What follows belongs to an exercise in optimizing a design on an open flow for small area and a short achievable clock period; a production flow would make more cautious choices. No run shown here included a check of the RTL's function; only the layout flow was run. Power is estimated from default activity; no workload was simulated.

## flow/design.v (module list and top-level ports; edited modules follow where they fit)
// module prt_scaler_krnl_n_mac: 557 lines
// module prt_scaler_krnl_n: 112 lines
module prt_scaler_krnl_n #(
  parameter int P_PPC   = 4,
  parameter int P_BPC   = 8,
  parameter int P_TAPS  = 4,
  parameter int P_LINES = 2,
  parameter int P_WIN   = 5,
  parameter int P_CBW   = 8,
  localparam int SELW   = $clog2(P_LINES * P_WIN),
  localparam int ADRW   = ($clog2(P_PPC) < 1) ? 1 : $clog2(P_PPC)
) (
  input  logic                              CLK_IN,
  input  logic                              RST_IN,
  input  logic                              AGNT_DE_IN,
  input  logic                              BYPASS_IN,
  input  logic [P_LINES*P_WIN*P_BPC-1:0]    SLW_DAT_IN,
  input  logic [P_PPC*P_TAPS*SELW-1:0]      MUX_SEL_IN,
  input  logic                              COEF_WR_IN,
  input  logic [ADRW-1:0]                   COEF_ADR_IN,
  input  logic [P_TAPS*P_CBW-1:0]           COEF_DAT_IN,
  input  logic                              COEF_UPD_IN,
  output logic                              COEF_PEND_OUT,
  output logic [P_PPC*P_BPC-1:0]            VID_DAT_OUT,
  output logic                              VID_DE_OUT
);
  // ...
==> flow/flow/run.sh <==
#!/bin/bash
# Layout flow: the standard synthesis, then fixinv.py, a netlist pass that
# removes the inverters Yosys's full-adder extraction leaves around the fa
# cells (a full adder is self-dual, so each one may work on complemented
# signals instead), then the standard layout from floorplan to finish.
# Each tool's output goes to a log file of its own in this folder.
set -euo pipefail
R=orfs/results/${FLOW_PLATFORM}/prt_scaler_krnl_n/base
LIB=${FLOW_HOME}/platforms/${FLOW_PLATFORM}/lib/sky130_fd_sc_hd__tt_025C_1v80.lib
bash standard.sh synth > synth.log 2>&1
cp "$R/1_2_yosys.v" yosys_standard.v
python3 flow/fixinv.py "$LIB" yosys_standard.v "$R/1_2_yosys.v" > fixinv.log 2>&1
rm -f "$R/1_synth.odb" "$R/1_synth.sdc"
bash standard.sh > layout.log 2>&1
==> flow/flow/fixinv.py <==
#!/usr/bin/env python3
"""Remove inverters around full-adder cells in a Yosys netlist.

A full adder is self-dual: FA(~a, ~b, ~c) = (~cout, ~sum).  Yosys's extract_fa
leaves many inverters between full adders and at their inputs.  This script
chooses, for every fa cell, whether it works on true or complemented signals,
and for simple gates whether to use the cell of the complemented function
(and2 <-> nand2, ...), so that as few inverters as possible are needed, then
rewrites the netlist.  The function of the netlist is unchanged; registers
and ports are untouched.

usage: fixinv.py LIBERTY IN.v OUT.v
"""
import re
import sys
import collections

CELL_RE = re.compile(r"^\s*(sky130_fd_sc_hd__\w+)\s+(\S+)\s*\((.*?)\);", re.S | re.M)
PIN_RE = re.compile(r"\.(\w+)\(\s*([^()]*?)\s*\)")
P = "sky130_fd_sc_hd__"
INV_AREA = 3.7536
PAIRS = """and2 nand2 and3 nand3 and4 nand4 or2 nor2 or3 nor3 or4 nor4 a21o a21oi o21a o21ai
a22o a22oi o22a o22ai a31o a31oi o31a o31ai a211o a211oi o211a o211ai a221o a221oi
o221a o221ai xor2 xnor2 and2b nand2b or2b nor2b and3b nand3b or3b nor3b a32o a32oi
o32a o32ai a2bb2o a2bb2oi o2bb2a o2bb2ai a41o a41oi o41a o41ai a311o a311oi o311a o311ai
a2111o a2111oi o2111a o2111ai and4b nand4b or4b nor4b a21bo a21boi o21ba o21bai""".split()


def esc(n):
    return n + " " if n.startswith("\\") else n


def read_lib(path):
    """cell -> (area, input pins, output pins)"""
    cells = {}
    cur = None
    pin = None
    for line in open(path):
        m = re.match(r"\s*cell\s*\(\s*\"?(\w+)\"?\s*\)", line)
        if m:
            cur = m.group(1)
            cells[cur] = [0.0, set(), set()]
            continue
        if cur is None:
            continue
        m = re.match(r"\s*area\s*:\s*([\d.]+)", line)
        if m and cells[cur][0] == 0.0:
            cells[cur][0] = float(m.group(1))
        m = re.match(r"\s*pin\s*\(\s*\"?(\w+)\"?\s*\)", line)
        if m:
            pin = m.group(1)
        m = re.match(r"\s*direction\s*:\s*\"?(\w+)\"?", line)
        if m and pin:
            (cells[cur][1] if m.group(1) == "input" else cells[cur][2]).add(pin)
            pin = None
    return cells


def main():
    lib, src, dst = sys.argv[1], sys.argv[2], sys.argv[3]
    libc = read_lib(lib)
    comp = {}
    for i in range(0, len(PAIRS), 2):
        a, b = PAIRS[i], PAIRS[i + 1]
        for s in ("_0", "_1", "_2", "_4"):
            ca, cb = P + a + s, P + b + s
            # use drive _1 of the complement when the same drive does not exist
            for cbx in (cb, P + b + "_1", P + b + "_0"):
                if ca in libc and cbx in libc and libc[ca][1] == libc[cbx][1] \
                        and len(libc[ca][2]) == 1 and len(libc[cbx][2]) == 1:
                    comp[ca] = cbx
                    break
            for cax in (ca, P + a + "_1", P + a + "_0"):
                if cb in libc and cax in libc and libc[cb][1] == libc[cax][1] \
                        and len(libc[cb][2]) == 1 and len(libc[cax][2]) == 1:
                    comp[cb] = cax
                    break
    outpin = {c: next(iter(v[2])) for c, v in libc.items() if len(v[2]) == 1}

    text = open(src).read()
    mod_start = text.index("module ")
    header_end = text.index(");", mod_start) + 2
    header = text[mod_start:header_end]
    ports = set(x.strip() for x in header[header.index("(") + 1:-2].split(","))

    def is_port(net):
        return net.split("[")[0].strip() in ports or net in ports

    cells = []
    for m in CELL_RE.finditer(text):
        typ, name, body = m.group(1), m.group(2), m.group(3)
        pins = [(p, n.strip()) for p, n in PIN_RE.findall(body)]
        cells.append([typ, name, pins, m.start(), m.end()])

    def outs(ci):
        typ = cells[ci][0]
        return libc[typ][2] if typ in libc else set()

    driver = {}
    for ci, c in enumerate(cells):
        for p, n in c[2]:
            if p in outs(ci):
                driver[n] = ci

    INV = {t for t in libc if re.match(P + r"(clk)?inv_\d+$", t)}
    inv_in = {}
    for ci, (typ, name, pins, _, _) in enumerate(cells):
        if typ in INV:
            d = dict(pins)
            if not is_port(d["Y"]) and not d["A"].startswith("1'b") and d["A"]:
                inv_in[d["Y"]] = d["A"]

    def root(net):
        pol = 0
        n = 0
        while net in inv_in and n < 64:
            net = inv_in[net]
            pol ^= 1
            n += 1
        return net, pol

    FA = {t for t in libc if re.match(P + r"fa_\d+$", t)}
    kind = {}     # ci -> 'fa' | 'gate'
    for ci, c in enumerate(cells):
        if c[0] in FA:
            kind[ci] = "fa"
        elif c[0] in comp:
            # a gate whose output is a port stays as it is
            o = dict(c[2]).get(outpin[c[0]])
            if o is not None and not is_port(o):
                kind[ci] = "gate"
    flip = collections.defaultdict(int)

    demands = collections.defaultdict(list)   # root -> [(ci, pol)]
    cell_roots = collections.defaultdict(set)
    for ci, (typ, name, pins, _, _) in enumerate(cells):
        if typ in INV and dict(pins)["Y"] in inv_in:
            continue
        for p, n in pins:
            if p in outs(ci):
                cell_roots[ci].add(n)
                continue
            if n.startswith("1'b") or n == "":
                continue
            r, pol = root(n)
            demands[r].append((ci, pol))
            cell_roots[ci].add(r)

    def prov(r):
        d = driver.get(r)
        if d is not None and d in kind:
            return flip[d]
        return 0

    def root_cost(r):
        pv = prov(r)
        for ci, pol in demands[r]:
            w = pol ^ (flip[ci] if kind.get(ci) == "fa" else 0)
            if w != pv:
                return INV_AREA
        return 0.0

    def gate_cost(ci):
        if kind.get(ci) == "gate" and flip[ci]:
            return libc[comp[cells[ci][0]]][0] - libc[cells[ci][0]][0]
        return 0.0

    def cost_of(cis):
        rs = set()
        for ci in cis:
            rs |= cell_roots[ci]
        return sum(root_cost(r) for r in rs) + sum(gate_cost(ci) for ci in cis)

    # FA components joined by FA-to-FA connections
    fa_list = [ci for ci in kind if kind[ci] == "fa"]
    parent = {ci: ci for ci in fa_list}

    def find(x):
        while parent[x] != x:
            parent[x] = parent[parent[x]]
            x = parent[x]
        return x

    for ci in fa_list:
        for p, n in cells[ci][2]:
            if p in outs(ci):
                continue
            r, _ = root(n)
            d = driver.get(r)
            if d is not None and kind.get(d) == "fa":
                parent[find(ci)] = find(d)
    comps = collections.defaultdict(list)
    for ci in fa_list:
        comps[find(ci)].append(ci)

    # colour each group so that every FA-to-FA connection needs no inverter
    fa_adj = collections.defaultdict(list)
    for ci in fa_list:
        for p, n in cells[ci][2]:
            if p in outs(ci):
                continue
            r, pol = root(n)
            d = driver.get(r)
            if d is not None and kind.get(d) == "fa":
                fa_adj[ci].append((d, pol))
                fa_adj[d].append((ci, pol))
    seen = set()
    for members in comps.values():
        s0 = members[0]
        flip[s0] = 0
        seen.add(s0)
        stack = [s0]
        while stack:
            u = stack.pop()
            for v, pol in fa_adj[u]:
                if v not in seen:
                    seen.add(v)
                    flip[v] = flip[u] ^ pol
                    stack.append(v)

    all_roots = list(demands)
    total0 = sum(root_cost(r) for r in all_roots)

    def try_move(cis):
        before = cost_of(cis)
        for ci in cis:
            flip[ci] ^= 1
        after = cost_of(cis)
        if after < before - 1e-9:
            return True
        for ci in cis:
            flip[ci] ^= 1
        return False

    gates = [ci for ci in kind if kind[ci] == "gate"]
    for singles in (False, True):
        for rnd in range(30):
            changed = False
            for members in comps.values():
                if try_move(members):
                    changed = True
            for ci in gates:
                if try_move([ci]):
                    changed = True
            if singles:
                for ci in fa_list:
                    if try_move([ci]):
                        changed = True
            if not changed:
                break
    total1 = sum(root_cost(r) for r in all_roots) + sum(gate_cost(ci) for ci in gates)

    invnet = {}
    new_cells = []
    new_wires = []
    k = 0

    def net_for(r, want):
        nonlocal k
        if want == prov(r):
            return r
        if r not in invnet:
            k += 1
            nn = f"_finv_n{k}_"
            invnet[r] = nn
            new_wires.append(nn)
            new_cells.append(f"  {P}inv_1 _finv_c{k}_ (\n    .A({esc(r)}),\n    .Y({nn})\n  );\n")
        return invnet[r]

    out = []
    pos = 0
    nflip_g = 0
    for ci, (typ, name, pins, s, e) in enumerate(cells):
        out.append(text[pos:s])
        pos = e
        if typ in INV and dict(pins)["Y"] in inv_in:
            continue
        ntyp = typ
        if kind.get(ci) == "gate" and flip[ci]:
            ntyp = comp[typ]
            nflip_g += 1
        newpins = []
        for p, n in pins:
            if p in outs(ci):
                if ntyp != typ:
                    p = outpin[ntyp]
                newpins.append((p, n))
            elif n.startswith("1'b") or n == "":
                newpins.append((p, n))
            else:
                r, pol = root(n)
                want = pol ^ (flip[ci] if kind.get(ci) == "fa" else 0)
                newpins.append((p, net_for(r, want)))
        body = ",\n".join(f"    .{p}({esc(n)})" for p, n in newpins)
        out.append(f"{ntyp} {name} (\n{body}\n  );")
    rest = text[pos:]
    endm = rest.rindex("endmodule")
    out.append(rest[:endm])
    out.append("".join(new_cells))
    out.append(rest[endm:])
    res = "".join(out)
    decl = "".join(f"  wire {w};\n" for w in new_wires)
    hi = res.index(");", res.index("module ")) + 2
    res = res[:hi] + "\n" + decl + res[hi:]
    open(dst, "w").write(res)
    ninv_old = sum(1 for c in cells if c[0] in INV)
    print(f"fa cells {len(fa_list)} in {len(comps)} groups, fa flipped "
          f"{sum(flip[c] for c in fa_list)}, gates swapped {nflip_g}, "
          f"inverters {ninv_old} -> {ninv_old - len(inv_in) + len(new_cells)}, "
          f"area cost {total0:.1f} -> {total1:.1f}")


if __name__ == "__main__":
    main()
==> flow/standard.sh <==
#!/bin/bash
# synth_recipe.tcl (not shown) runs the flow's synth.tcl, then flattens the netlist and writes it again
# the make line also repeats each setting of config.mk as NAME=value (left out here)
make -C /OpenROAD-flow-scripts/flow DESIGN_CONFIG=/design/flow/config.mk WORK_HOME=/design/flow/orfs CLKGATE_MAP_FILE= SYNTH_SCRIPT=/design/flow/synth_recipe.tcl "${@:-finish}"
==> flow/config.mk <==
export PLATFORM = sky130hd
export DESIGN_NAME = prt_scaler_krnl_n
export DESIGN_NICKNAME = prt_scaler_krnl_n
export VERILOG_FILES = /design/flow/design.v
export SDC_FILE = /design/flow/constraint.sdc
export NUM_CORES = 4
export LEC_CHECK = 0
export CAP_MARGIN = 20
export CORE_MARGIN = 2
export CORE_UTILIZATION = 40
export SLEW_MARGIN = 20
==> flow/constraint.sdc <==
create_clock -name core_clock -period 6.0 [get_ports {CLK_IN}]
set_input_delay 1.2000 -clock core_clock [delete_from_list [all_inputs] [get_ports {CLK_IN}]]
set_output_delay 1.2000 -clock core_clock [all_outputs]
set_load 0.01 [all_outputs]
==> reports/results.txt, run 1 <==
Run status -> finished clean
Worst setup startpoint -> s0_tap[59]
Number of flip-flops under the largest register name -> 200
Layout cell share with drive strength beyond 1 -> 0.0751
Total negative setup slack -> 0 ns
Met1 Wirelength -> 74.0 mm
Total power divided by cell area -> 287 mW/mm^2
Area occupied by registers -> 0.0172 sq mm
Critical Path End Type -> register
Internal power -> 0.0122 W
Clk root buf -> sky130_fd_sc_hd__clkbuf_16
Minimum period implied by the final worst setup slack -> 3.70 ns
Net switching share of the total power -> 0.345
Worst setup slack after placement -> 2.07 ns
Antenna violations before repair -> 38
Max Slew Vio Count -> 0
Arrival time at the worst endpoint -> 4.28 ns
Number of cell instances on the worst register-to-register path -> 6
Measured slew at the worst slew-check pin -> 1.26 ns
First-pass GRT wire length -> 273 mm
Count of non-CTS buffers in the layout -> 260
Sequential fraction of total cell area -> 0.265
RSZ-0062 raised after global routing -> no
Nets in the synthesized netlist -> 5607
Category of the worst setup path launch point -> register
Final Core Density -> 0.445
Global routing usage on met2 -> 0.381
Sequential share of power -> 0.363
Layout overhead on the synthesized area -> 10.5%
Instance count on the critical path -> 6
Cell at the slowest stage of the critical path -> sky130_fd_sc_hd__dfxtp_1
Register with the highest flop count -> g_pix.u_mac.r2
Die footprint -> 0.150 sq mm
Via count of the first global-routing pass -> 40100
Buffers inserted during post-CTS setup optimization -> 0
Placed Area -> 0.0621 sq mm
Gp weighted congestion -> 0.908
Hold path startpoint -> g_pix[2].u_mac.r4[2]
ANT nets after route -> 0
==> run 2, diff against run 1 <==
--- a/flow/design.v
+++ b/flow/design.v
@@ -352,211 +352,318 @@
   wire l0_s341 = l0_s269 ^ l0_s271 ^ l0_c158;
   wire l0_c342 = (l0_s269 & l0_s271) | (l0_s269 & l0_c158) | (l0_s271 & l0_c158);
   wire l0_s343 = l0_c264 ^ l0_c266 ^ l0_c268;
   wire l0_c344 = (l0_c264 & l0_c266) | (l0_c264 & l0_c268) | (l0_c266 & l0_c268);
   wire l0_s345 = l0_s273 ^ l0_s275 ^ l0_c270;
   wire l0_c346 = (l0_s273 & l0_s275) | (l0_s273 & l0_c270) | (l0_s275 & l0_c270);
   wire l0_s347 = inj[7] ^ l0_c166 ^ l0_c274;
   wire l0_c348 = (inj[7] & l0_c166) | (inj[7] & l0_c274) | (l0_c166 & l0_c274);
-  wire l0_s349 = l0_s281 ^ l0_s283 ^ l0_c280;
-  wire l0_c350 = (l0_s281 & l0_s283) | (l0_s281 & l0_c280) | (l0_s283 & l0_c280);
-  wire l0_s351 = l0_s285 ^ l0_s287 ^ l0_c176;
-  wire l0_c352 = (l0_s285 & l0_s287) | (l0_s285 & l0_c176) | (l0_s287 & l0_c176);
-  wire l0_s353 = l0_c178 ^ l0_c282 ^ l0_c284;
-  wire l0_c354 = (l0_c178 & l0_c282) | (l0_c178 & l0_c284) | (l0_c282 & l0_c284);
-  wire l0_s355 = l0_s289 ^ l0_s291 ^ l0_s293;
-  wire l0_c356 = (l0_s289 & l0_s291) | (l0_s289 & l0_s293) | (l0_s291 & l0_s293);
-  wire l0_s357 = l0_c186 ^ l0_c286 ^ l0_c288;
-  wire l0_c358 = (l0_c186 & l0_c286) | (l0_c186 & l0_c288) | (l0_c286 & l0_c288);
-  wire l0_s359 = l0_s295 ^ l0_s297 ^ l0_s299;
-  wire l0_c360 = (l0_s295 & l0_s297) | (l0_s295 & l0_s299) | (l0_s297 & l0_s299);
-  wire l0_s361 = l0_c194 ^ l0_c290 ^ l0_c292;
-  wire l0_c362 = (l0_c194 & l0_c290) | (l0_c194 & l0_c292) | (l0_c290 & l0_c292);
-  wire l0_s363 = l0_s301 ^ l0_s303 ^ l0_s305;
-  wire l0_c364 = (l0_s301 & l0_s303) | (l0_s301 & l0_s305) | (l0_s303 & l0_s305);
-  wire l0_s365 = l0_s307 ^ l0_c204 ^ l0_c206;
-  wire l0_c366 = (l0_s307 & l0_c204) | (l0_s307 & l0_c206) | (l0_c204 & l0_c206);
-  wire l0_s367 = l0_c296 ^ l0_c298 ^ l0_c300;
-  wire l0_c368 = (l0_c296 & l0_c298) | (l0_c296 & l0_c300) | (l0_c298 & l0_c300);
-  wire l0_s369 = l0_s309 ^ l0_s311 ^ l0_s313;
-  wire l0_c370 = (l0_s309 & l0_s311) | (l0_s309 & l0_s313) | (l0_s311 & l0_s313);
-  wire l0_s371 = l0_s315 ^ l0_c216 ^ l0_c218;
-  wire l0_c372 = (l0_s315 & l0_c216) | (l0_s315 & l0_c218) | (l0_c216 & l0_c218);
-  wire l0_s373 = l0_c302 ^ l0_c304 ^ l0_c306;
-  wire l0_c374 = (l0_c302 & l0_c304) | (l0_c302 & l0_c306) | (l0_c304 & l0_c306);
-  wire l0_s375 = l0_s317 ^ l0_s319 ^ l0_s321;
-  wire l0_c376 = (l0_s317 & l0_s319) | (l0_s317 & l0_s321) | (l0_s319 & l0_s321);
-  wire l0_s377 = l0_s323 ^ l0_c232 ^ l0_c310;
-  wire l0_c378 = (l0_s323 & l0_c232) | (l0_s323 & l0_c310) | (l0_c232 & l0_c310);
-  wire l0_s379 = l0_c312 ^ l0_c314 ^ l0_c316;
-  wire l0_c380 = (l0_c312 & l0_c314) | (l0_c312 & l0_c316) | (l0_c314 & l0_c316);
-  wire l0_s381 = l0_s325 ^ l0_s327 ^ l0_s329;
-  wire l0_c382 = (l0_s325 & l0_s327) | (l0_s325 & l0_s329) | (l0_s327 & l0_s329);
-  wire l0_s383 = l0_c242 ^ l0_c244 ^ l0_c318;
-  wire l0_c384 = (l0_c242 & l0_c244) | (l0_c242 & l0_c318) | (l0_c244 & l0_c318);
-  wire l0_s385 = l0_c320 ^ l0_c322 ^ l0_c324;
-  wire l0_c386 = (l0_c320 & l0_c322) | (l0_c320 & l0_c324) | (l0_c322 & l0_c324);
-  wire l0_s387 = l0_s331 ^ l0_s333 ^ l0_s335;
-  wire l0_c388 = (l0_s331 & l0_s333) | (l0_s331 & l0_s335) | (l0_s333 & l0_s335);
-  wire l0_s389 = l0_c252 ^ l0_c254 ^ l0_c326;
-  wire l0_c390 = (l0_c252 & l0_c254) | (l0_c252 & l0_c326) | (l0_c254 & l0_c326);
-  wire l0_s391 = l0_s337 ^ l0_s339 ^ l0_c260;
-  wire l0_c392 = (l0_s337 & l0_s339) | (l0_s337 & l0_c260) | (l0_s339 & l0_c260);
-  wire l0_s393 = l0_c262 ^ l0_c332 ^ l0_c334;
-  wire l0_c394 = (l0_c262 & l0_c332) | (l0_c262 & l0_c334) | (l0_c332 & l0_c334);
-  wire l0_s395 = l0_s341 ^ l0_s343 ^ l0_c338;
-  wire l0_c396 = (l0_s341 & l0_s343) | (l0_s341 & l0_c338) | (l0_s343 & l0_c338);
-  wire l0_s397 = l0_s345 ^ l0_c272 ^ l0_c342;
-  wire l0_c398 = (l0_s345 & l0_c272) | (l0_s345 & l0_c342) | (l0_c272 & l0_c342);
-  wire l0_s399 = l0_s347 ^ l0_c276 ^ l0_c346;
-  wire l0_c400 = (l0_s347 & l0_c276) | (l0_s347 & l0_c346) | (l0_c276 & l0_c346);
-  wire l0_s401 = l0_s351 ^ l0_s353 ^ l0_c350;
-  wire l0_c402 = (l0_s351 & l0_s353) | (l0_s351 & l0_c350) | (l0_s353 & l0_c350);
-  wire l0_s403 = l0_s355 ^ l0_s357 ^ l0_c352;
-  wire l0_c404 = (l0_s355 & l0_s357) | (l0_s355 & l0_c352) | (l0_s357 & l0_c352);
-  wire l0_s405 = l0_s359 ^ l0_s361 ^ l0_c294;
-  wire l0_c406 = (l0_s359 & l0_s361) | (l0_s359 & l0_c294) | (l0_s361 & l0_c294);
-  wire l0_s407 = l0_s363 ^ l0_s365 ^ l0_s367;
-  wire l0_c408 = (l0_s363 & l0_s365) | (l0_s363 & l0_s367) | (l0_s365 & l0_s367);
-  wire l0_s409 = l0_s369 ^ l0_s371 ^ l0_s373;
-  wire l0_c410 = (l0_s369 & l0_s371) | (l0_s369 & l0_s373) | (l0_s371 & l0_s373);
-  wire l0_s411 = l0_c308 ^ l0_c364 ^ l0_c366;
-  wire l0_c412 = (l0_c308 & l0_c364) | (l0_c308 & l0_c366) | (l0_c364 & l0_c366);
-  wire l0_s413 = l0_s375 ^ l0_s377 ^ l0_s379;
-  wire l0_c414 = (l0_s375 & l0_s377) | (l0_s375 & l0_s379) | (l0_s377 & l0_s379);
-  wire l0_s415 = l0_c370 ^ l0_c372 ^ l0_c374;
-  wire l0_c416 = (l0_c370 & l0_c372) | (l0_c370 & l0_c374) | (l0_c372 & l0_c374);
-  wire l0_s417 = l0_s381 ^ l0_s383 ^ l0_s385;
-  wire l0_c418 = (l0_s381 & l0_s383) | (l0_s381 & l0_s385) | (l0_s383 & l0_s385);
-  wire l0_s419 = l0_c376 ^ l0_c378 ^ l0_c380;
-  wire l0_c420 = (l0_c376 & l0_c378) | (l0_c376 & l0_c380) | (l0_c378 & l0_c380);
-  wire l0_s421 = l0_s387 ^ l0_s389 ^ l0_c328;
-  wire l0_c422 = (l0_s387 & l0_s389) | (l0_s387 & l0_c328) | (l0_s389 & l0_c328);
-  wire l0_s423 = l0_c330 ^ l0_c382 ^ l0_c384;
-  wire l0_c424 = (l0_c330 & l0_c382) | (l0_c330 & l0_c384) | (l0_c382 & l0_c384);
-  wire l0_s425 = l0_s391 ^ l0_s393 ^ l0_c336;
-  wire l0_c426 = (l0_s391 & l0_s393) | (l0_s391 & l0_c336) | (l0_s393 & l0_c336);
-  wire l0_s427 = l0_s395 ^ l0_c340 ^ l0_c392;
-  wire l0_c428 = (l0_s395 & l0_c340) | (l0_s395 & l0_c392) | (l0_c340 & l0_c392);
-  wire l0_s429 = l0_s397 ^ l0_c344 ^ l0_c396;
-  wire l0_c430 = (l0_s397 & l0_c344) | (l0_s397 & l0_c396) | (l0_c344 & l0_c396);
-  logic [49:0] r2;
+  logic [90:0] r2;
   always_ff @(posedge CLK_IN) begin
     r2[0] <= l0_s1;
     r2[1] <= (x[3][0] & c[3][0]);
     r2[2] <= l0_s277;
     r2[3] <= l0_s279;
     r2[4] <= l0_c278;
-    r2[5] <= l0_s349;
-    r2[6] <= l0_s401;
-    r2[7] <= l0_s403;
-    r2[8] <= l0_c354;
-    r2[9] <= l0_c402;
-    r2[10] <= l0_s405;
-    r2[11] <= l0_c356;
-    r2[12] <= l0_c358;
-    r2[13] <= l0_c404;
-    r2[14] <= l0_s407;
-    r2[15] <= l0_c360;
-    r2[16] <= l0_c362;
-    r2[17] <= l0_c406;
-    r2[18] <= l0_s409;
-    r2[19] <= l0_s411;
-    r2[20] <= l0_c368;
-    r2[21] <= l0_c408;
-    r2[22] <= l0_s413;
-    r2[23] <= l0_s415;
-    r2[24] <= l0_c410;
-    r2[25] <= l0_c412;
-    r2[26] <= l0_s417;
-    r2[27] <= l0_s419;
-    r2[28] <= l0_c414;
-    r2[29] <= l0_c416;
-    r2[30] <= l0_s421;
-    r2[31] <= l0_s423;
-    r2[32] <= l0_c386;
-    r2[33] <= l0_c418;
-    r2[34] <= l0_c420;
-    r2[35] <= l0_s425;
-    r2[36] <= l0_c388;
-    r2[37] <= l0_c390;
-    r2[38] <= l0_c422;
-    r2[39] <= l0_c424;
-    r2[40] <= l0_s427;
-    r2[41] <= l0_c394;
-    r2[42] <= l0_c426;
-    r2[43] <= l0_s429;
-    r2[44] <= l0_c428;
-    r2[45] <= l0_s399;
-    r2[46] <= l0_c398;
-    r2[47] <= l0_c430;
-    r2[48] <= l0_c348;
-    r2[49] <= l0_c400;
+    r2[5] <= l0_s281;
+    r2[6] <= l0_s283;
+    r2[7] <= l0_c280;
+    r2[8] <= l0_s285;
+    r2[9] <= l0_s287;
+    r2[10] <= l0_c176;
+    r2[11] <= l0_c178;
+    r2[12] <= l0_c282;
+    r2[13] <= l0_c284;
+    r2[14] <= l0_s289;
+    r2[15] <= l0_s291;
+    r2[16] <= l0_s293;
+    r2[17] <= l0_c186;
+    r2[18] <= l0_c286;
+    r2[19] <= l0_c288;
+    r2[20] <= l0_s295;
+    r2[21] <= l0_s297;
+    r2[22] <= l0_s299;
+    r2[23] <= l0_c194;
+    r2[24] <= l0_c290;
+    r2[25] <= l0_c292;
+    r2[26] <= l0_c294;
+    r2[27] <= l0_s301;
+    r2[28] <= l0_s303;
+    r2[29] <= l0_s305;
+    r2[30] <= l0_s307;
+    r2[31] <= l0_c204;
+    r2[32] <= l0_c206;
+    r2[33] <= l0_c296;
+    r2[34] <= l0_c298;
+    r2[35] <= l0_c300;
+    r2[36] <= l0_s309;
+    r2[37] <= l0_s311;
+    r2[38] <= l0_s313;
+    r2[39] <= l0_s315;
+    r2[40] <= l0_c216;
+    r2[41] <= l0_c218;
+    r2[42] <= l0_c302;
+    r2[43] <= l0_c304;
+    r2[44] <= l0_c306;
+    r2[45] <= l0_c308;
+    r2[46] <= l0_s317;
+    r2[47] <= l0_s319;
+    r2[48] <= l0_s321;
+    r2[49] <= l0_s323;
+    r2[50] <= l0_c232;
+    r2[51] <= l0_c310;
+    r2[52] <= l0_c312;
+    r2[53] <= l0_c314;
+    r2[54] <= l0_c316;
+    r2[55] <= l0_s325;
+    r2[56] <= l0_s327;
+    r2[57] <= l0_s329;
+    r2[58] <= l0_c242;
+    r2[59] <= l0_c244;
+    r2[60] <= l0_c318;
+    r2[61] <= l0_c320;
+    r2[62] <= l0_c322;
+    r2[63] <= l0_c324;
+    r2[64] <= l0_s331;
+    r2[65] <= l0_s333;
+    r2[66] <= l0_s335;
+    r2[67] <= l0_c252;
+    r2[68] <= l0_c254;
+    r2[69] <= l0_c326;
+    r2[70] <= l0_c328;
+    r2[71] <= l0_c330;
+    r2[72] <= l0_s337;
+    r2[73] <= l0_s339;
+    r2[74] <= l0_c260;
+    r2[75] <= l0_c262;
+    r2[76] <= l0_c332;
+    r2[77] <= l0_c334;
+    r2[78] <= l0_c336;
+    r2[79] <= l0_s341;
+    r2[80] <= l0_s343;
+    r2[81] <= l0_c338;
+    r2[82] <= l0_c340;
+    r2[83] <= l0_s345;
+    r2[84] <= l0_c272;
+    r2[85] <= l0_c342;
+    r2[86] <= l0_c344;
+    r2[87] <= l0_s347;
+    r2[88] <= l0_c276;
+    r2[89] <= l0_c346;
+    r2[90] <= l0_c348;
   end
-  wire l1_s431 = r2[7] ^ r2[8] ^ r2[9];
-  wire l1_c432 = (r2[7] & r2[8]) | (r2[7] & r2[9]) | (r2[8] & r2[9]);
-  wire l1_s433 = r2[10] ^ r2[11] ^ r2[12];
-  wire l1_c434 = (r2[10] & r2[11]) | (r2[10] & r2[12]) | (r2[11] & r2[12]);
-  wire l1_s435 = r2[14] ^ r2[15] ^ r2[16];
-  wire l1_c436 = (r2[14] & r2[15]) | (r2[14] & r2[16]) | (r2[15] & r2[16]);
-  wire l1_s437 = r2[18] ^ r2[19] ^ r2[20];
-  wire l1_c438 = (r2[18] & r2[19]) | (r2[18] & r2[20]) | (r2[19] & r2[20]);
-  wire l1_s439 = r2[22] ^ r2[23] ^ r2[24];
-  wire l1_c440 = (r2[22] & r2[23]) | (r2[22] & r2[24]) | (r2[23] & r2[24]);
-  wire l1_s441 = r2[26] ^ r2[27] ^ r2[28];
-  wire l1_c442 = (r2[26] & r2[27]) | (r2[26] & r2[28]) | (r2[27] & r2[28]);
-  wire l1_s443 = r2[30] ^ r2[31] ^ r2[32];
-  wire l1_c444 = (r2[30] & r2[31]) | (r2[30] & r2[32]) | (r2[31] & r2[32]);
-  wire l1_s445 = r2[35] ^ r2[36] ^ r2[37];
-  wire l1_c446 = (r2[35] & r2[36]) | (r2[35] & r2[37]) | (r2[36] & r2[37]);
-  wire l1_s447 = r2[40] ^ r2[41] ^ r2[42];
-  wire l1_c448 = (r2[40] & r2[41]) | (r2[40] & r2[42]) | (r2[41] & r2[42]);
-  wire l1_s449 = r2[45] ^ r2[46] ^ r2[47];
-  wire l1_c450 = (r2[45] & r2[46]) | (r2[45] & r2[47]) | (r2[46] & r2[47]);
-  wire l1_s451 = l1_s433 ^ r2[13] ^ l1_c432;
-  wire l1_c452 = (l1_s433 & r2[13]) | (l1_s433 & l1_c432) | (r2[13] & l1_c432);
-  wire l1_s453 = l1_s435 ^ r2[17] ^ l1_c434;
-  wire l1_c454 = (l1_s435 & r2[17]) | (l1_s435 & l1_c434) | (r2[17] & l1_c434);
-  wire l1_s455 = l1_s437 ^ r2[21] ^ l1_c436;
-  wire l1_c456 = (l1_s437 & r2[21]) | (l1_s437 & l1_c436) | (r2[21] & l1_c436);
-  wire l1_s457 = l1_s439 ^ r2[25] ^ l1_c438;
-  wire l1_c458 = (l1_s439 & r2[25]) | (l1_s439 & l1_c438) | (r2[25] & l1_c438);
-  wire l1_s459 = l1_s441 ^ r2[29] ^ l1_c440;
-  wire l1_c460 = (l1_s441 & r2[29]) | (l1_s441 & l1_c440) | (r2[29] & l1_c440);
-  wire l1_s461 = l1_s443 ^ r2[33] ^ r2[34];
-  wire l1_c462 = (l1_s443 & r2[33]) | (l1_s443 & r2[34]) | (r2[33] & r2[34]);
-  wire l1_s463 = l1_s445 ^ r2[38] ^ r2[39];
-  wire l1_c464 = (l1_s445 & r2[38]) | (l1_s445 & r2[39]) | (r2[38] & r2[39]);
-  wire l1_s465 = r2[43] ^ r2[44] ^ l1_c448;
-  wire l1_c466 = (r2[43] & r2[44]) | (r2[43] & l1_c448) | (r2[44] & l1_c448);
-  wire l1_s467 = r2[48] ^ r2[49] ^ l1_c450;
-  wire l1_c468 = (r2[48] & r2[49]) | (r2[48] & l1_c450) | (r2[49] & l1_c450);
-  wire l1_s469 = l1_s461 ^ l1_c442 ^ l1_c460;
-  wire l1_c470 = (l1_s461 & l1_c442) | (l1_s461 & l1_c460) | (l1_c442 & l1_c460);
-  wire l1_s471 = l1_s463 ^ l1_c444 ^ l1_c462;
-  wire l1_c472 = (l1_s463 & l1_c444) | (l1_s463 & l1_c462) | (l1_c444 & l1_c462);
-  wire l1_s473 = l1_s447 ^ l1_c446 ^ l1_c464;
-  wire l1_c474 = (l1_s447 & l1_c446) | (l1_s447 & l1_c464) | (l1_c446 & l1_c464);
-  wire [18:0] cpa_a = {1'b0, l1_c468, l1_s467, l1_s449, l1_s465, l1_s473, l1_s471, l1_s469, l1_s459, l1_s457, l1_s455, l1_s453, l1_s451, l1_s431, r2[6], r2[5], r2[3], r2[2], r2[0]};
-  wire [18:0] cpa_b = {1'b0, 1'b0, 1'b0, l1_c466, l1_c474, l1_c472, l1_c470, 1'b0, l1_c458, l1_c456, l1_c454, l1_c452, 1'b0, 1'b0, 1'b0, 1'b0, r2[4], 1'b0, r2[1]};
-  wire [18:0] sum = cpa_a + cpa_b;
-  wire sat = |sum[18:16];
-  wire [7:0] pix_c = sat ? 8'hff : sum[15:8];
-  logic [7:0] r3;
+  wire l1_s349 = r2[5] ^ r2[6] ^ r2[7];
+  wire l1_c350 = (r2[5] & r2[6]) | (r2[5] & r2[7]) | (r2[6] & r2[7]);
+  wire l1_s351 = r2[8] ^ r2[9] ^ r2[10];
+  wire l1_c352 = (r2[8] & r2[9]) | (r2[8] & r2[10]) | (r2[9] & r2[10]);
+  wire l1_s353 = r2[11] ^ r2[12] ^ r2[13];
+  wire l1_c354 = (r2[11] & r2[12]) | (r2[11] & r2[13]) | (r2[12] & r2[13]);
+  wire l1_s355 = r2[14] ^ r2[15] ^ r2[16];
+  wire l1_c356 = (r2[14] & r2[15]) | (r2[14] & r2[16]) | (r2[15] & r2[16]);
+  wire l1_s357 = r2[17] ^ r2[18] ^ r2[19];
+  wire l1_c358 = (r2[17] & r2[18]) | (r2[17] & r2[19]) | (r2[18] & r2[19]);
+  wire l1_s359 = r2[20] ^ r2[21] ^ r2[22];
+  wire l1_c360 = (r2[20] & r2[21]) | (r2[20] & r2[22]) | (r2[21] & r2[22]);
+  wire l1_s361 = r2[23] ^ r2[24] ^ r2[25];
+  wire l1_c362 = (r2[23] & r2[24]) | (r2[23] & r2[25]) | (r2[24] & r2[25]);
+  wire l1_s363 = r2[27] ^ r2[28] ^ r2[29];
+  wire l1_c364 = (r2[27] & r2[28]) | (r2[27] & r2[29]) | (r2[28] & r2[29]);
+  wire l1_s365 = r2[30] ^ r2[31] ^ r2[32];
+  wire l1_c366 = (r2[30] & r2[31]) | (r2[30] & r2[32]) | (r2[31] & r2[32]);
+  wire l1_s367 = r2[33] ^ r2[34] ^ r2[35];
+  wire l1_c368 = (r2[33] & r2[34]) | (r2[33] & r2[35]) | (r2[34] & r2[35]);
+  wire l1_s369 = r2[36] ^ r2[37] ^ r2[38];
+  wire l1_c370 = (r2[36] & r2[37]) | (r2[36] & r2[38]) | (r2[37] & r2[38]);
+  wire l1_s371 = r2[39] ^ r2[40] ^ r2[41];
+  wire l1_c372 = (r2[39] & r2[40]) | (r2[39] & r2[41]) | (r2[40] & r2[41]);
+  wire l1_s373 = r2[42] ^ r2[43] ^ r2[44];
+  wire l1_c374 = (r2[42] & r2[43]) | (r2[42] & r2[44]) | (r2[43] & r2[44]);
+  wire l1_s375 = r2[46] ^ r2[47] ^ r2[48];
+  wire l1_c376 = (r2[46] & r2[47]) | (r2[46] & r2[48]) | (r2[47] & r2[48]);
+  wire l1_s377 = r2[49] ^ r2[50] ^ r2[51];
+  wire l1_c378 = (r2[49] & r2[50]) | (r2[49] & r2[51]) | (r2[50] & r2[51]);
+  wire l1_s379 = r2[52] ^ r2[53] ^ r2[54];
+  wire l1_c380 = (r2[52] & r2[53]) | (r2[52] & r2[54]) | (r2[53] & r2[54]);
+  wire l1_s381 = r2[55] ^ r2[56] ^ r2[57];
+  wire l1_c382 = (r2[55] & r2[56]) | (r2[55] & r2[57]) | (r2[56] & r2[57]);
+  wire l1_s383 = r2[58] ^ r2[59] ^ r2[60];
+  wire l1_c384 = (r2[58] & r2[59]) | (r2[58] & r2[60]) | (r2[59] & r2[60]);
+  wire l1_s385 = r2[61] ^ r2[62] ^ r2[63];
+  wire l1_c386 = (r2[61] & r2[62]) | (r2[61] & r2[63]) | (r2[62] & r2[63]);
+  wire l1_s387 = r2[64] ^ r2[65] ^ r2[66];
+  wire l1_c388 = (r2[64] & r2[65]) | (r2[64] & r2[66]) | (r2[65] & r2[66]);
+  wire l1_s389 = r2[67] ^ r2[68] ^ r2[69];
+  wire l1_c390 = (r2[67] & r2[68]) | (r2[67] & r2[69]) | (r2[68] & r2[69]);
+  wire l1_s391 = r2[72] ^ r2[73] ^ r2[74];
+  wire l1_c392 = (r2[72] & r2[73]) | (r2[72] & r2[74]) | (r2[73] & r2[74]);
+  wire l1_s393 = r2[75] ^ r2[76] ^ r2[77];
+  wire l1_c394 = (r2[75] & r2[76]) | (r2[75] & r2[77]) | (r2[76] & r2[77]);
+  wire l1_s395 = r2[79] ^ r2[80] ^ r2[81];
+  wire l1_c396 = (r2[79] & r2[80]) | (r2[79] & r2[81]) | (r2[80] & r2[81]);
+  wire l1_s397 = r2[83] ^ r2[84] ^ r2[85];
+  wire l1_c398 = (r2[83] & r2[84]) | (r2[83] & r2[85]) | (r2[84] & r2[85]);
+  wire l1_s399 = r2[87] ^ r2[88] ^ r2[89];
+  wire l1_c400 = (r2[87] & r2[88]) | (r2[87] & r2[89]) | (r2[88] & r2[89]);
+  wire l1_s401 = l1_s351 ^ l1_s353 ^ l1_c350;
+  wire l1_c402 = (l1_s351 & l1_s353) | (l1_s351 & l1_c350) | (l1_s353 & l1_c350);
+  wire l1_s403 = l1_s355 ^ l1_s357 ^ l1_c352;
+  wire l1_c404 = (l1_s355 & l1_s357) | (l1_s355 & l1_c352) | (l1_s357 & l1_c352);
+  wire l1_s405 = l1_s359 ^ l1_s361 ^ r2[26];
+  wire l1_c406 = (l1_s359 & l1_s361) | (l1_s359 & r2[26]) | (l1_s361 & r2[26]);
+  wire l1_s407 = l1_s363 ^ l1_s365 ^ l1_s367;
+  wire l1_c408 = (l1_s363 & l1_s365) | (l1_s363 & l1_s367) | (l1_s365 & l1_s367);
+  wire l1_s409 = l1_s369 ^ l1_s371 ^ l1_s373;
+  wire l1_c410 = (l1_s369 & l1_s371) | (l1_s369 & l1_s373) | (l1_s371 & l1_s373);
+  wire l1_s411 = r2[45] ^ l1_c364 ^ l1_c366;
+  wire l1_c412 = (r2[45] & l1_c364) | (r2[45] & l1_c366) | (l1_c364 & l1_c366);
+  wire l1_s413 = l1_s375 ^ l1_s377 ^ l1_s379;
+  wire l1_c414 = (l1_s375 & l1_s377) | (l1_s375 & l1_s379) | (l1_s377 & l1_s379);
+  wire l1_s415 = l1_c370 ^ l1_c372 ^ l1_c374;
+  wire l1_c416 = (l1_c370 & l1_c372) | (l1_c370 & l1_c374) | (l1_c372 & l1_c374);
+  wire l1_s417 = l1_s381 ^ l1_s383 ^ l1_s385;
+  wire l1_c418 = (l1_s381 & l1_s383) | (l1_s381 & l1_s385) | (l1_s383 & l1_s385);
+  wire l1_s419 = l1_c376 ^ l1_c378 ^ l1_c380;
+  wire l1_c420 = (l1_c376 & l1_c378) | (l1_c376 & l1_c380) | (l1_c378 & l1_c380);
+  wire l1_s421 = l1_s387 ^ l1_s389 ^ r2[70];
+  wire l1_c422 = (l1_s387 & l1_s389) | (l1_s387 & r2[70]) | (l1_s389 & r2[70]);
+  wire l1_s423 = r2[71] ^ l1_c382 ^ l1_c384;
+  wire l1_c424 = (r2[71] & l1_c382) | (r2[71] & l1_c384) | (l1_c382 & l1_c384);
+  wire l1_s425 = l1_s391 ^ l1_s393 ^ r2[78];
+  wire l1_c426 = (l1_s391 & l1_s393) | (l1_s391 & r2[78]) | (l1_s393 & r2[78]);
+  wire l1_s427 = l1_s395 ^ r2[82] ^ l1_c392;
+  wire l1_c428 = (l1_s395 & r2[82]) | (l1_s395 & l1_c392) | (r2[82] & l1_c392);
+  wire l1_s429 = l1_s397 ^ r2[86] ^ l1_c396;
+  wire l1_c430 = (l1_s397 & r2[86]) | (l1_s397 & l1_c396) | (r2[86] & l1_c396);
+  wire l1_s431 = l1_s403 ^ l1_c354 ^ l1_c402;
+  wire l1_c432 = (l1_s403 & l1_c354) | (l1_s403 & l1_c402) | (l1_c354 & l1_c402);
+  wire l1_s433 = l1_s405 ^ l1_c356 ^ l1_c358;
+  wire l1_c434 = (l1_s405 & l1_c356) | (l1_s405 & l1_c358) | (l1_c356 & l1_c358);
+  wire l1_s435 = l1_s407 ^ l1_c360 ^ l1_c362;
+  wire l1_c436 = (l1_s407 & l1_c360) | (l1_s407 & l1_c362) | (l1_c360 & l1_c362);
+  wire l1_s437 = l1_s409 ^ l1_s411 ^ l1_c368;
+  wire l1_c438 = (l1_s409 & l1_s411) | (l1_s409 & l1_c368) | (l1_s411 & l1_c368);
+  wire l1_s439 = l1_s413 ^ l1_s415 ^ l1_c410;
+  wire l1_c440 = (l1_s413 & l1_s415) | (l1_s413 & l1_c410) | (l1_s415 & l1_c410);
+  wire l1_s441 = l1_s417 ^ l1_s419 ^ l1_c414;
+  wire l1_c442 = (l1_s417 & l1_s419) | (l1_s417 & l1_c414) | (l1_s419 & l1_c414);
+  wire l1_s443 = l1_s421 ^ l1_s423 ^ l1_c386;
+  wire l1_c444 = (l1_s421 & l1_s423) | (l1_s421 & l1_c386) | (l1_s423 & l1_c386);
+  wire l1_s445 = l1_s425 ^ l1_c388 ^ l1_c390;
+  wire l1_c446 = (l1_s425 & l1_c388) | (l1_s425 & l1_c390) | (l1_c388 & l1_c390);
+  wire l1_s447 = l1_s427 ^ l1_c394 ^ l1_c426;
+  wire l1_c448 = (l1_s427 & l1_c394) | (l1_s427 & l1_c426) | (l1_c394 & l1_c426);
+  wire l1_s449 = l1_s399 ^ l1_c398 ^ l1_c430;
+  wire l1_c450 = (l1_s399 & l1_c398) | (l1_s399 & l1_c430) | (l1_c398 & l1_c430);
+  logic [39:0] r3;
   always_ff @(posedge CLK_IN) begin
-    r3 <= pix_c;
+    r3[0] <= r2[0];
+    r3[1] <= r2[1];
+    r3[2] <= r2[2];
+    r3[3] <= r2[3];
+    r3[4] <= r2[4];
+    r3[5] <= l1_s349;
+    r3[6] <= l1_s401;
+    r3[7] <= l1_s431;
+    r3[8] <= l1_s433;
+    r3[9] <= l1_c404;
+    r3[10] <= l1_c432;
+    r3[11] <= l1_s435;
+    r3[12] <= l1_c406;
+    r3[13] <= l1_c434;
+    r3[14] <= l1_s437;
+    r3[15] <= l1_c408;
+    r3[16] <= l1_c436;
+    r3[17] <= l1_s439;
+    r3[18] <= l1_c412;
+    r3[19] <= l1_c438;
+    r3[20] <= l1_s441;
+    r3[21] <= l1_c416;
+    r3[22] <= l1_c440;
+    r3[23] <= l1_s443;
+    r3[24] <= l1_c418;
+    r3[25] <= l1_c420;
+    r3[26] <= l1_c442;
+    r3[27] <= l1_s445;
+    r3[28] <= l1_c422;
+    r3[29] <= l1_c424;
+    r3[30] <= l1_c444;
+    r3[31] <= l1_s447;
+    r3[32] <= l1_c446;
+    r3[33] <= l1_s429;
+    r3[34] <= l1_c428;
+    r3[35] <= l1_c448;
+    r3[36] <= l1_s449;
+    r3[37] <= r2[90];
+    r3[38] <= l1_c400;
+    r3[39] <= l1_c450;
   end
-  logic [7:0] r4;
+  wire l2_s451 = r3[8] ^ r3[9] ^ r3[10];
+  wire l2_c452 = (r3[8] & r3[9]) | (r3[8] & r3[10]) | (r3[9] & r3[10]);
+  wire l2_s453 = r3[11] ^ r3[12] ^ r3[13];
+  wire l2_c454 = (r3[11] & r3[12]) | (r3[11] & r3[13]) | (r3[12] & r3[13]);
+  wire l2_s455 = r3[14] ^ r3[15] ^ r3[16];
+  wire l2_c456 = (r3[14] & r3[15]) | (r3[14] & r3[16]) | (r3[15] & r3[16]);
+  wire l2_s457 = r3[17] ^ r3[18] ^ r3[19];
+  wire l2_c458 = (r3[17] & r3[18]) | (r3[17] & r3[19]) | (r3[18] & r3[19]);
+  wire l2_s459 = r3[20] ^ r3[21] ^ r3[22];
+  wire l2_c460 = (r3[20] & r3[21]) | (r3[20] & r3[22]) | (r3[21] & r3[22]);
+  wire l2_s461 = r3[23] ^ r3[24] ^ r3[25];
+  wire l2_c462 = (r3[23] & r3[24]) | (r3[23] & r3[25]) | (r3[24] & r3[25]);
+  wire l2_s463 = r3[27] ^ r3[28] ^ r3[29];
+  wire l2_c464 = (r3[27] & r3[28]) | (r3[27] & r3[29]) | (r3[28] & r3[29]);
+  wire l2_s465 = r3[33] ^ r3[34] ^ r3[35];
+  wire l2_c466 = (r3[33] & r3[34]) | (r3[33] & r3[35]) | (r3[34] & r3[35]);
+  wire l2_s467 = r3[37] ^ r3[38] ^ r3[39];
+  wire l2_c468 = (r3[37] & r3[38]) | (r3[37] & r3[39]) | (r3[38] & r3[39]);
+  wire l2_s469 = l2_s461 ^ r3[26] ^ l2_c460;
+  wire l2_c470 = (l2_s461 & r3[26]) | (l2_s461 & l2_c460) | (r3[26] & l2_c460);
+  wire l2_s471 = l2_s463 ^ r3[30] ^ l2_c462;
+  wire l2_c472 = (l2_s463 & r3[30]) | (l2_s463 & l2_c462) | (r3[30] & l2_c462);
+  wire l2_s473 = r3[31] ^ r3[32] ^ l2_c464;
+  wire l2_c474 = (r3[31] & r3[32]) | (r3[31] & l2_c464) | (r3[32] & l2_c464);
+  logic [27:0] r4;
   always_ff @(posedge CLK_IN) begin
-    r4 <= r3;
+    r4[0] <= r3[0];
+    r4[1] <= r3[1];
+    r4[2] <= r3[2];
+    r4[3] <= r3[3];
+    r4[4] <= r3[4];
+    r4[5] <= r3[5];
+    r4[6] <= r3[6];
+    r4[7] <= r3[7];
+    r4[8] <= l2_s451;
+    r4[9] <= l2_s453;
+    r4[10] <= l2_c452;
+    r4[11] <= l2_s455;
+    r4[12] <= l2_c454;
+    r4[13] <= l2_s457;
+    r4[14] <= l2_c456;
+    r4[15] <= l2_s459;
+    r4[16] <= l2_c458;
+    r4[17] <= l2_s469;
+    r4[18] <= l2_s471;
+    r4[19] <= l2_c470;
+    r4[20] <= l2_s473;
+    r4[21] <= l2_c472;
+    r4[22] <= l2_s465;
+    r4[23] <= l2_c474;
+    r4[24] <= r3[36];
+    r4[25] <= l2_c466;
+    r4[26] <= l2_s467;
+    r4[27] <= l2_c468;
   end
+  wire [18:0] cpa_a = {1'b0, r4[27], r4[26], r4[24], r4[22], r4[20], r4[18], r4[17], r4[15], r4[13], r4[11], r4[9], r4[8], r4[7], r4[6], r4[5], r4[3], r4[2], r4[0]};
+  wire [18:0] cpa_b = {1'b0, 1'b0, 1'b0, r4[25], r4[23], r4[21], r4[19], 1'b0, r4[16], r4[14], r4[12], r4[10], 1'b0, 1'b0, 1'b0, 1'b0, r4[4], 1'b0, r4[1]};
+  wire [18:0] sum = cpa_a + cpa_b;
+  wire sat = |sum[18:16];
+  wire [7:0] pix_c = sat ? 8'hff : sum[15:8];
   logic [7:0] r5;
   always_ff @(posedge CLK_IN) begin
-    r5 <= r4;
+    r5 <= pix_c;
   end
   assign pix_dat = r5;
 endmodule
 module prt_scaler_krnl_n #(
   parameter int P_PPC   = 4,
   parameter int P_BPC   = 8,
   parameter int P_TAPS  = 4,
   parameter int P_LINES = 2,
==> run 2 against run 1 <==
  * Largest power group unchanged
  * Non-clock buffer count down 25
  * Clock power up 44%
  * Count of clock-buffer cells in the layout up 66
  * Core utilization up 0.80 points
  * Die area up 10%
  * Sequential share of layout area up 7.3 points
  * Critical path type is now input pin to register
  * First-iteration DRC count down 2.1%
  * Via count up 4.6%
  * Still clean
  * Critical path depth down 1
==> reports/results.txt, run 2 <==
Placed Area -> 0.0688 sq mm (+11%)
Arrival time at the worst endpoint -> 3.61 ns (-0.67 ns)
Max Slew Vio Count -> 0 (unchanged)
Cell count after synthesis -> 4818
Layout Skew -> 0.0323 ns
Startpoint of the most critical register-to-register path -> s0_tap[28]
Final nets -> 6092
Register with the highest flop count -> g_pix.u_mac.r2
Depth of the CTS H-tree -> 3
Worst slew margin relative to its limit -> 0.164
Via Count -> 39400
Measured slew at the worst slew-check pin -> 1.25 ns (-0.0139 ns)
Total power divided by cell area -> 308 mW/mm^2 (+7.3%)
Per-instance average area after synthesis -> 13.5 sq um
Number of buffers on the longest clock path -> 3
Die height -> 407 microns
Worst setup startpoint -> SLW_DAT_IN[54]
Type of the tightest min-delay check -> register to register
First-pass GRT wire length -> 282 mm (+3.3%)
VDD IR-drop max -> 0.000272 V
Category of the worst setup path launch point -> input pin
Count of pins on the block boundary -> 218
Layout cell share with drive strength beyond 1 -> 0.107 (+0.0316)
Number of flip-flops under the largest register name -> 364 (+82%)
Internal power -> 0.0158 W (+30%)
Worst setup slack after placement -> 1.99 ns (-0.0742 ns)
Largest registers in the final layout -> g_pix.u_mac.r2 (364), g_pix.u_mac.r3 (160)
Commonest non-fill, non-tap cells in the layout -> 1117 x sky130_fd_sc_hd__and2_1, 944 x sky130_fd_sc_hd__fa_1, 828 x sky130_fd_sc_hd__dfxtp_1
Buffers inserted during post-CTS setup optimization -> 0 (unchanged)
Top achievable clock speed -> 334 MHz
Wire per inst -> 26.5 microns
Total negative setup slack -> 0 ns (unchanged)
Resized cells post-CTS -> 0
Detailed Route WL -> 191 mm
Count of TritonRoute iterations in the first routing pass -> 6
Latest clock arrival within the worst-skew pair -> 0.75 ns
Start-to-end type of the worst setup path -> input pin to register
Die footprint -> 0.166 sq mm (+10%)
Via count normalized by instance count -> 5.48
Gp weighted congestion -> 0.911 (+0.37%)
Via count of the first global-routing pass -> 41800 (+4.3%)
Net switching share of the total power -> 0.296 (-0.0495)
Minimum period implied by the final worst setup slack -> 3.00 ns (-0.704 ns)
FF-to-FF End -> g_pix[0].u_mac.r2[28]
Number of cell instances on the worst register-to-register path -> 4 (-2)
ANT nets after route -> 0 (unchanged)
Final count of hold timing violations -> 0
Final cycle utilization of the critical path -> 0.499
Nets in the synthesized netlist -> 5990 (+6.8%)
DIE WIDTH -> 407 microns
Cts-stage hold buffer count -> 0
Combinational group share of total power -> 0.230
Run status -> finished clean
Post-Layout Inst Area -> 0.0730 sq mm
Maximum number of pins on one net before global-route repair -> 104
Total congestion overflow -> 0
CTS clk-pin slew, worst paths -> 0.06 ns
Required time at the worst-slack endpoint -> 6.61 ns
Layout overhead on the synthesized area -> 12.4%
Count of endpoints failing setup in the final report -> 0
Max-cap viol count -> 0
Crit path max fanout -> 16
Critical Path End Type -> register
Clock tree from TritonCTS -> done
DRC viols -> 0
Antenna violations before repair -> 80 (+110%)
Power share of the clock group -> 0.334
Sequential share of power -> 0.436 (+0.073)
Overall routing resource usage -> 0.236
Net switching power of the design -> 0.00664 W
Sinks on the clock net -> 1098
1st-iter DRT viols -> 4326
Initial cell density of the core -> 0.403
Critical path capture point -> s0_inj[22]
Number of warnings reported in the yosys synthesis log -> 3
Leak Pwr -> 31.6 nW
RSZ-0062 raised after global routing -> no
Number of buffers added by the clock tree synthesis step -> 115
Smallest setup slack after layout -> 3.00 ns
Total power after layout -> 0.0225 W
Floorplan Core Area -> 0.161 sq mm
Buffers on Ports -> 217
Post-DP HPWL -> 144 mm
Most frequent standard cell in the layout excluding fill and tap cells -> sky130_fd_sc_hd__and2_1
Worst-case register-to-register setup slack -> 3.37 ns
Synthesized cell area -> 0.0649 sq mm
Total number of placement rows -> 147
Clk root buf -> sky130_fd_sc_hd__clkbuf_16
-- run 2: worst min-delay path by stage --
stage                    startpoint                   end  depth (start not counted)
2_1_floorplan  g_pix[0].u_mac.r2[0]  g_pix[0].u_mac.r3[0]                          0
5_1_grt        g_pix[0].u_mac.r3[6]  g_pix[0].u_mac.r4[6]                          0
3_3_place_gp   g_pix[2].u_mac.r3[3]  g_pix[2].u_mac.r4[3]                          0
3_5_place_dp   g_pix[0].u_mac.r3[3]  g_pix[0].u_mac.r4[3]                          0
4_1_cts        g_pix[0].u_mac.r3[3]  g_pix[0].u_mac.r4[3]                          0
6_report       g_pix[0].u_mac.r3[3]  g_pix[0].u_mac.r4[3]                          0
-- run 2: through the flow --
step	std cells	utilization	hold slack, ns
finish	7197	0.454	0.325
global route	7193	0.453	0.328
global placement	6963	0.428	0.310
detailed placement	6963	0.428	0.312
CTS	7182	0.453	0.324
floorplan	4818	-	0.310
-- run 2: power groups by stage --
stage	logic [W]	clock network, W	registers [W]
floorplan	0.00354	0	0.00964
global placement	0.00516	0	0.00993
detailed placement	0.00528	0	0.00995
CTS	0.00530	0.00771	0.00981
global route	0.00589	0.00800	0.00994
finish	0.00516	0.00751	0.00979
-- run 2: cell type report --
type,count,area (sq um)
repair buffers,235,2230
clock buffers,169,3420
clock inverters,50,674
well taps,2160,2700
fillers,14400,88000
flip-flops and latches,1098,24600
inverters,149,564
multi-input cells,3321,38700
diodes,15,37.5
-- run 2: metal layers --
metal	up-vias	wire length (microns)	share of wire	global-route usage
met2	2027	85000	0.45	0.353
met1	20600	79100	0.41	0.331
li1	16400	-	-	-
met5	-	368	0.0019	0.00149
met4	56	5710	0.030	0.0761
met3	385	20800	0.11	0.0657
-- run 2: worst max-delay path, cell delays in order --
cell                              delay [ns]
sky130_fd_sc_hd__clkdlybuf4s50_1        1.00
sky130_fd_sc_hd__mux4_2                 0.70
sky130_fd_sc_hd__mux2i_1                0.17
sky130_fd_sc_hd__o22a_1                 0.45
sky130_fd_sc_hd__nor2b_1                0.08
==> run 3, diff against run 2 <==
--- a/flow/config.mk
+++ b/flow/config.mk
@@ -9,3 +9,4 @@
 export CORE_MARGIN = 2
 export CORE_UTILIZATION = 40
+export SETUP_SLACK_MARGIN = 3.5
 export SLEW_MARGIN = 20
==> run 3 against run 2 <==
  * Die area unchanged
  * Power down 0.31%
  * Count of clock-buffer cells in the layout down 5
  * Core utilization up 0.41 points
  * Sequential power down 0.7%
  * Highest routed layer unchanged
  * Combinational power up 2%
  * Flip-flop and latch count unchanged
  * Clock power down 1%
  * Still clean
  * Routed wire length up 3.9%
  * Critical path depth unchanged
==> reports/results.txt, run 3 <==
Total negative setup slack -> 0 ns (unchanged)
Nets in the synthesized netlist -> 5990 (unchanged)
VDD IR-drop max -> 0.000264 V (-2.7%)
First-pass GRT wire length -> 290 mm (+2.9%)
Count of TritonRoute iterations in the first routing pass -> 5 (-1)
Minimum period implied by the final worst setup slack -> 2.60 ns (-0.399 ns)
Measured slew at the worst slew-check pin -> 1.33 ns (+0.0827 ns)
Number of flip-flops under the largest register name -> 364 (unchanged)
Crit path max fanout -> 16 (unchanged)
Arrival time at the worst endpoint -> 3.25 ns (-0.36 ns)
DRC viols -> 0 (unchanged)
Sinks on the clock net -> 1098 (unchanged)
Cts-stage hold buffer count -> 0 (unchanged)
Total power divided by cell area -> 304 mW/mm^2 (-1.2%)
Smallest setup slack after layout -> 3.40 ns (+0.399 ns)
Via count of the first global-routing pass -> 42700 (+2.2%)
Detailed Route WL -> 198 mm (+3.9%)
Via Count -> 40300 (+2.3%)
Start-to-end type of the worst setup path -> input pin to register
Critical Path End Type -> register
Synthesized cell area -> 0.0649 sq mm (unchanged)
Number of buffers on the longest clock path -> 3 (unchanged)
Layout overhead on the synthesized area -> 13.4%
Clk root buf -> sky130_fd_sc_hd__clkbuf_16
Cell count after synthesis -> 4818 (unchanged)
Top achievable clock speed -> 385 MHz (+15%)
Cells traversed along the worst timing path -> dlygate4sd2_1 > mux4_2 > mux2i_1 > o22a_1 > nor2b_1
Via count normalized by instance count -> 5.52 (+0.90%)
Worst setup startpoint -> SLW_DAT_IN[45]
Final count of hold timing violations -> 0 (unchanged)
Antenna violations before repair -> 63 (-21%)
Startpoint of the most critical register-to-register path -> s0_tap[86]
Total congestion overflow -> 0 (unchanged)
Maximum number of pins on one net before global-route repair -> 104 (unchanged)
Buffers on Ports -> 217 (unchanged)
Count of pins on the block boundary -> 218 (unchanged)
Depth of the CTS H-tree -> 3 (unchanged)
Hold path startpoint -> g_pix[1].u_mac.r3[3]
Count of endpoints failing setup in the final report -> 0 (unchanged)
Final cycle utilization of the critical path -> 0.433 (-0.0665)
Max Slew Vio Count -> 0 (unchanged)
Commonest non-fill, non-tap cells in the layout -> 1065 x sky130_fd_sc_hd__and2_1, 940 x sky130_fd_sc_hd__fa_1, 792 x sky130_fd_sc_hd__dfxtp_1
Category of the worst setup path launch point -> input pin
Clock tree from TritonCTS -> done
Layout Skew -> 0.0210 ns (-0.0113 ns)
Gp weighted congestion -> 0.914 (+0.31%)
Number of warnings reported in the yosys synthesis log -> 3 (unchanged)
# fillers -> 14200 (-1.1%)
Total number of placement rows -> 147 (unchanged)
Cell at the slowest stage of the critical path -> sky130_fd_sc_hd__dlygate4sd2_1
Wire per inst -> 27.2 microns (+2.5%)
DIE WIDTH -> 407 microns (unchanged)
Register with the highest flop count -> g_pix.u_mac.r2
Total power after layout -> 0.0224 W (-0.31%)
Initial cell density of the core -> 0.403 (unchanged)
Leak Pwr -> 32.3 nW (+2.0%)
Required time at the worst-slack endpoint -> 6.66 ns (+0.05 ns)
Post-DP HPWL -> 147 mm (+1.9%)
1st-iter DRT viols -> 4512 (+4.3%)
CTS clk-pin slew, worst paths -> 0.06 ns (about the same)
Number of buffers and inverters on the critical path -> 1 (unchanged)
Final nets -> 6178 (+1.4%)
Cell family contributing the most delay on the critical path -> buffers and inverters
Overall routing resource usage -> 0.243 (+0.00739)
Largest stage delay on the critical path -> 0.98 ns (-0.02 ns)
Type of the tightest min-delay check -> register to register
Number of buffers added by the clock tree synthesis step -> 118 (+2.6%)
Layout cell share with drive strength beyond 1 -> 0.150 (+0.0432)
ANT nets after route -> 0 (unchanged)
Most frequent standard cell in the layout excluding fill and tap cells -> sky130_fd_sc_hd__and2_1
Largest registers in the final layout -> g_pix.u_mac.r2 (364), g_pix.u_mac.r3 (160)
Worst setup slack after placement -> 2.28 ns (+0.288 ns)
Run status -> finished clean
Latest clock arrival within the worst-skew pair -> 0.74 ns (about the same)
Per-instance average area after synthesis -> 13.5 sq um (unchanged)
Die height -> 407 microns (unchanged)
Worst slew margin relative to its limit -> 0.112 (-0.0525)
RSZ-0062 raised after global routing -> yes
Floorplan Core Area -> 0.161 sq mm (unchanged)
Max-cap viol count -> 0 (unchanged)
Die footprint -> 0.166 sq mm (unchanged)
run 3: metal layers:
metal | track usage | part of all wire | up-vias
met5 | 0 | 0.00039 | -
li1 | - | - | 16500
met4 | 0.103 | 0.044 | 14
met3 | 0.0666 | 0.11 | 478
met2 | 0.365 | 0.45 | 2345
met1 | 0.332 | 0.40 | 20900
run 3: worst paths after layout:
check,slack (ns),end,depth (start not counted)
min in group asynchronous,0.92,coef_pend,2
worst min register to register,0.32,g_pix[1].u_mac.r4[3],0
max in group asynchronous,4.61,de_sr[0],2
worst max register to register,3.49,g_pix[2].u_mac.r2[20],4
worst min-delay path,0.32,g_pix[1].u_mac.r4[3],0
worst max-delay path,3.40,s0_inj[21],5
run 3: cell type report:
| type | instances | area (sq um) | area share |
|---|---|---|---|
| diodes | 27 | 67.6 | 0.000917 |
| well taps | 2160 | 2700 | 0.0367 |
| multi-input cells | 3321 | 39000 | 0.529 |
| repair buffers | 318 | 2620 | 0.0356 |
| inverters | 149 | 563 | 0.00765 |
| flip-flops and latches | 1098 | 24700 | 0.335 |
| clock buffers | 164 | 3400 | 0.0462 |
| clock inverters | 59 | 646 | 0.00877 |
run 3: per-stage QoR:
| stage | hold WS, ns | cell area, sq um | utilization | cells |
|---|---|---|---|---|
| final | 0.323 | 73600 | 0.458 | 7296 |
| after global routing | 0.325 | 73600 | 0.457 | 7286 |
| after CTS | 0.322 | 73200 | 0.455 | 7236 |
| after detailed placement | 0.312 | 68900 | 0.428 | 6963 |
| after global placement | 0.310 | 68900 | 0.428 | 6962 |
| after floorplan | 0.310 | 65300 | - | 4818 |
run 3: what timing repair did:
item	CTS	global route
endpoints found under the hold margin	0	0
buffers inserted	50	33
pin swaps	3	47
gates resized for setup	237	133
endpoints found under the setup margin	420	155
run 3: power by group:
part / leakage (nW) / switching, W / internal [W]
clock: 1.99 / 0.00306 / 0.00437
combinational: 20.8 / 0.00285 / 0.00239
sequential: 9.48 / 0.000779 / 0.00894
total: 32.3 / 0.00669 / 0.0157

==> static timing again, ports no longer ideal <==
No port has a modelled driver above. Below, the same layouts with a new extraction and two added sets of constraints.
Step 1 (the two cells are an assumption about what drives the block):
set clk [get_ports {CLK_IN}]
set_driving_cell -lib_cell sky130_fd_sc_hd__clkbuf_16 $clk
set_driving_cell -lib_cell sky130_fd_sc_hd__buf_2 [delete_from_list [all_inputs] $clk]
Step 2, shift: input delay + t, output delay - t, t = (earliest + latest rising clock arrival at the registers) / 2. This alone moves slack from input paths to output paths.
a / b / c = no drivers / after step 1 / after step 2; a / b = the first two.
run	t, ns	setup slack, ns	slew at the worst register clock pin (ns)
run 1	0.772	2.301 / 2.301 / 1.912	0.07 / 0.07
run 2	0.809	3.005 / 3.057 / 2.247	0.07 / 0.07
run 3	0.802	3.404 / 3.374 / 2.572	0.07 / 0.07
After both steps setup and hold are still met in every run listed. The setup slack of run 3, which loses most, moves by -0.030 ns with the drivers and by -0.832 ns with both steps.
